Background: an optimization exercise with open tools, aiming at a short achievable clock period and few clock cycles per item. Do not read the settings as production practice. Function was checked by simulation only, so behaviour that the tests miss may differ from the original. Power and IR drop assume default switching activity.

==> run R: inputs <==
Design dlx_core, start of the top module:
module dlx_core (
  input  wire logic        clk,
  input  wire logic        reset,
  input  wire logic        stall,
  input  wire logic [31:0] instr_data,
  output      logic [31:0] instr_addr,
  output      logic [31:0] retire_pc,
  output      logic        retire_write,
  output      logic [4:0]  retire_dest,
  output      logic [31:0] retire_data,
  output      logic        retire_valid
);
export LEC_CHECK = 0
export CAP_MARGIN = 20
export CORE_MARGIN = 2
export CORE_UTILIZATION = 30
export PLACE_DENSITY = 0.5
export SLEW_MARGIN = 20
export SYNTH_HIERARCHICAL = 1
create_clock -name core_clock -period 9.0 [get_ports {clk}]
standard.sh (not shown) runs the stock make flow with config.mk's settings and CLKGATE_MAP_FILE= SYNTH_SCRIPT=/design/flow/synth_recipe.tcl, a recipe that flattens the netlist after the stock synthesis.
==> flow/flow/run.sh <==
#!/bin/bash
set -euo pipefail
here=$(pwd)
rm -rf "$here/scripts"
cp -r "$FLOW_HOME/scripts" "$here/scripts"
cp "$here/flow/abc_speed.script" "$here/scripts/abc_speed.script"
cp "$here/flow/synth_preamble.tcl" "$here/scripts/synth_preamble.tcl"
bash standard.sh SCRIPTS_DIR="$here/scripts" ADDER_MAP_FILE= SETUP_SLACK_MARGIN=6.3 \
  "BUFFER_PORTS_ARGS=-buffer_cell sky130_fd_sc_hd__buf_4" finish > "$here/standard_flow.log" 2>&1
Other scripts of this flow, unchanged in this note and not shown: flow/flow/abc_speed.script, flow/flow/synth_preamble.tcl
==> run B (differences from run R) <==
--- a/flow/design.v
+++ b/flow/design.v
@@ -122,10 +122,13 @@
   logic        d_whit_b;  
   logic        d_rhit_a;  
   logic        d_rhit_b;  
   logic        d_ehit_a;  
   logic        d_ehit_b;  
+  logic        d_op_r;    
+  logic        d_pass;    
+  logic        d_sub;     
   logic        d_rel_ok_b;  
   logic        d_rel_ok_j;  
   logic        e_valid;
   logic        e_wr;
   logic [4:0]  e_dest;
@@ -143,10 +146,11 @@
   logic [31:0] r_data;
   logic        r_zero;    
   logic [31:1] r_we;      
   logic [31:0] w_data;    
   logic        w_zero;
+  logic        w_one;     
   logic [31:0] lv31;      
   logic        lv31_ok;   
   logic        nopred;    
   wire  [32*32-1:0] rf;   
   wire  [31:0]      nz;   
@@ -178,11 +182,11 @@
   assign rs1  = d_ir[25:21];
   assign rs2  = d_ir[20:16];
   assign rd   = d_ir[15:11];
   assign fn   = d_ir[5:0];
   assign imm  = d_ir[15:0];
-  assign op_r    = (op == 6'h00);
+  assign op_r    = d_op_r;           
   assign fn_add  = (fn == 6'h20);
   assign fn_sub  = (fn == 6'h22);
   assign fn_and  = (fn == 6'h24);
   assign fn_or   = (fn == 6'h25);
   assign fn_xor  = (fn == 6'h26);
@@ -207,11 +211,11 @@
   assign b_reg   = {32{op_r}} & (d_rhit_b ? r_data : (d_whit_b ? w_data : d_rf_b));
   assign r_hit_a = d_rhit_a;
   assign e_hit_a = d_ehit_a;
   logic        pass;
   logic [31:0] b_next;
-  assign pass = op_link | (op_imm & rs1_zero);
+  assign pass = d_pass;               
   logic [31:0] b_imm;
   always_comb begin
     if (op_link)                 b_imm = d_pc4;
     else if (op_r)               b_imm = 32'd0;
     else if (op_addi)            b_imm = {{16{imm[15]}}, imm};
@@ -247,18 +251,24 @@
   assign redir_tgt = d_again ? d_pc :
                      op_jr   ? {jr_val[31:2], 2'b00} :
                      op_j    ? tgt_j :
                      d_pred  ? d_pc4 : tgt_b;
   logic src_one, d_to_zero;
-  assign src_one   = d_whit_a ? (w_data == 32'd1) : d_one_a;
+  assign src_one   = d_whit_a ? w_one : d_one_a;
   assign d_to_zero = op_addi & (rs2 == rs1) & (imm == 16'hffff) & ~e_hit_a &
-                     (r_hit_a ? (r_data == 32'd1) : src_one);
+                     ~r_hit_a & src_one;    
   logic [31:1] f_sel_a, f_sel_b;
   logic        f_r, fe_hit_a, fe_hit_b, fd_hit_a, fd_hit_b, fr_hit_a, fr_hit_b;
   logic [31:0] f_rf_a, f_rf_b;
   logic        f_nz_a, f_one_a;
   assign f_r      = (instr_data[31:26] == 6'h00);
+  logic f_pass, f_sub;
+  assign f_pass = (instr_data[31:26] == 6'h03) | (instr_data[31:26] == 6'h13) |
+                  (((instr_data[31:26] == 6'h08) | (instr_data[31:26] == 6'h0c) |
+                    (instr_data[31:26] == 6'h0d) | (instr_data[31:26] == 6'h0e)) &
+                   (instr_data[25:21] == 5'd0));
+  assign f_sub  = f_r & ((instr_data[5:0] == 6'h22) | (instr_data[5:0] == 6'h2a));
   assign fr_hit_a = r_wr & (r_dest == instr_data[25:21]);
   assign fr_hit_b = r_wr & (r_dest == instr_data[20:16]) & f_r;
   assign fe_hit_a = e_wr & (e_dest == instr_data[25:21]);
   assign fe_hit_b = e_wr & (e_dest == instr_data[20:16]) & f_r;
   assign fd_hit_a = d_valid & d_wr & (dest == instr_data[25:21]);
@@ -313,11 +323,11 @@
   logic [31:0] res;
   logic        lt;
   logic [31:0] g_next, t_next;
   logic        a31_next, b31_next;
   logic        sub;
-  assign sub = op_r & (fn_sub | fn_slt);
+  assign sub = d_sub;                 
   logic [31:0] e_p, sum;
   logic        z_add;
   assign e_p = e_t & ~e_g;                        
   assign sum = e_p ^ carries(e_g, e_t, e_cin);    
   assign lt  = (e_a31 ^ e_b31) ? e_a31 : sum[31];
@@ -362,10 +372,13 @@
       d_rhit_b <= 1'b0;
       d_ehit_a <= 1'b0;
       d_ehit_b <= 1'b0;
       d_rel_ok_b <= 1'b0;
       d_rel_ok_j <= 1'b0;
+      d_op_r  <= 1'b1;
+      d_pass  <= 1'b0;
+      d_sub   <= 1'b0;
     end else begin
       d_valid <= !stall & !d_redir;
       d_rf_a  <= f_rf_a;
       d_rf_b  <= f_rf_b;
       d_nz_a  <= f_nz_a;
@@ -374,10 +387,13 @@
       d_whit_b <= fr_hit_b & ~fe_hit_b;
       d_rhit_a <= fe_hit_a;
       d_rhit_b <= fe_hit_b;
       d_ehit_a <= fd_hit_a;
       d_ehit_b <= fd_hit_b;
+      d_op_r  <= f_r;
+      d_pass  <= f_pass;
+      d_sub   <= f_sub;
       d_rel_ok_b <= (f_cy[16] == instr_data[15]);
       d_rel_ok_j <= f_cy[16] ? (&instr_data[25:16]) : ~(|instr_data[25:16]);
       d_ir    <= instr_data;
       d_pc    <= pc;
       d_pc4   <= pc4;
@@ -441,13 +457,15 @@
   end
   always_ff @(posedge clk or posedge reset) begin
     if (reset) begin
       w_data <= 32'd0;
       w_zero <= 1'b1;
+      w_one  <= 1'b0;
     end else begin
       w_data <= r_data;
       w_zero <= r_zero;
+      w_one  <= (r_data == 32'd1);
     end
   end
   always_ff @(posedge clk or posedge reset) begin
     if (reset) begin
       r_valid <= 1'b0;
==> flow/flow/run.sh (replaced) <==
#!/bin/bash
set -euo pipefail
here=$(pwd)
rm -rf "$here/scripts"
cp -r "$FLOW_HOME/scripts" "$here/scripts"
cp "$here/flow/abc_speed.script" "$here/scripts/abc_speed.script"
cp "$here/flow/synth_preamble.tcl" "$here/scripts/synth_preamble.tcl"
bash standard.sh SCRIPTS_DIR="$here/scripts" ADDER_MAP_FILE= SETUP_SLACK_MARGIN=5.9 \
  "BUFFER_PORTS_ARGS=-buffer_cell sky130_fd_sc_hd__buf_4" finish > "$here/standard_flow.log" 2>&1
==> qor summary <==
	run B	run R
Launch point of the worst reg-to-reg path	d_whit_a$_DFF_PP0_	r_data[25]$_DFF_PP0_
VDD IR-drop max	0.144 mV	0.169 mV
Critical-path top delay cell	sky130_fd_sc_hd__a21oi_1	sky130_fd_sc_hd__nand4_1
Sequential cell count	1611	1607
Register share of the cell area	0.401	0.363
Fraction of layout instances using a drive strength above 1	0.187	0.274
Post-Syn Instances	9776	9755
Post-route clock period utilization	0.361	0.405
Relative area of non-clock buffer cells in the final design	0.0839	0.140
Layout overhead on the synthesized area	15.2%	26.8%
CTS-repair resized insts	696	1438
Run status	timing/DRC/antenna clean	timing/DRC/antenna clean
P_seq	8480 uW	8730 uW
Clock sink total	1611	1607
Netlist area before placement	87700 sq um	88000 sq um
Number of nets in the layout	10100	10600
Fraction of power consumed by the clock network	0.410	0.390
Via count of the first global-routing pass	79100	81500
Clock buffers	287	265
Pin count of the biggest net entering global routing	164	146
Testbench counts of run R, summed over its fixed seeds: cycles 40,424, instructions 40,000.
Testbench counts of run B, summed over its fixed seeds: cycles 40,424, instructions 40,000.

-- afterwards: timing with drivers on the ports --
In the flow no input, the clock included, has a driving cell. The finished layouts below were timed again as built, in two steps.
Step 1 assumes that a clkbuf_16 drives the clock port and a buf_2 every other input.
Step 2 moves the port delays by t, midway between the first and last clock arrival at a register: inputs arrive t later, outputs are due t later. That takes back most of the time a late clock gives input paths.
Slacks: ideal / step 1 / step 2; pairs: ideal / step 1.
| run | shift t [ns] | slack for setup (ns) | worst slew at a driven data input, ns |
|---|---|---|---|
| run R | 0.972 | 5.354 / 5.354 / 4.525 | 0.35 |
| run B | 0.964 | 5.750 / 5.661 / 4.698 | 0.28 |
After both steps every run listed still meets setup and hold. The setup slack of run B, which loses most, moves by -0.089 ns with the drivers and by -1.052 ns with both steps.
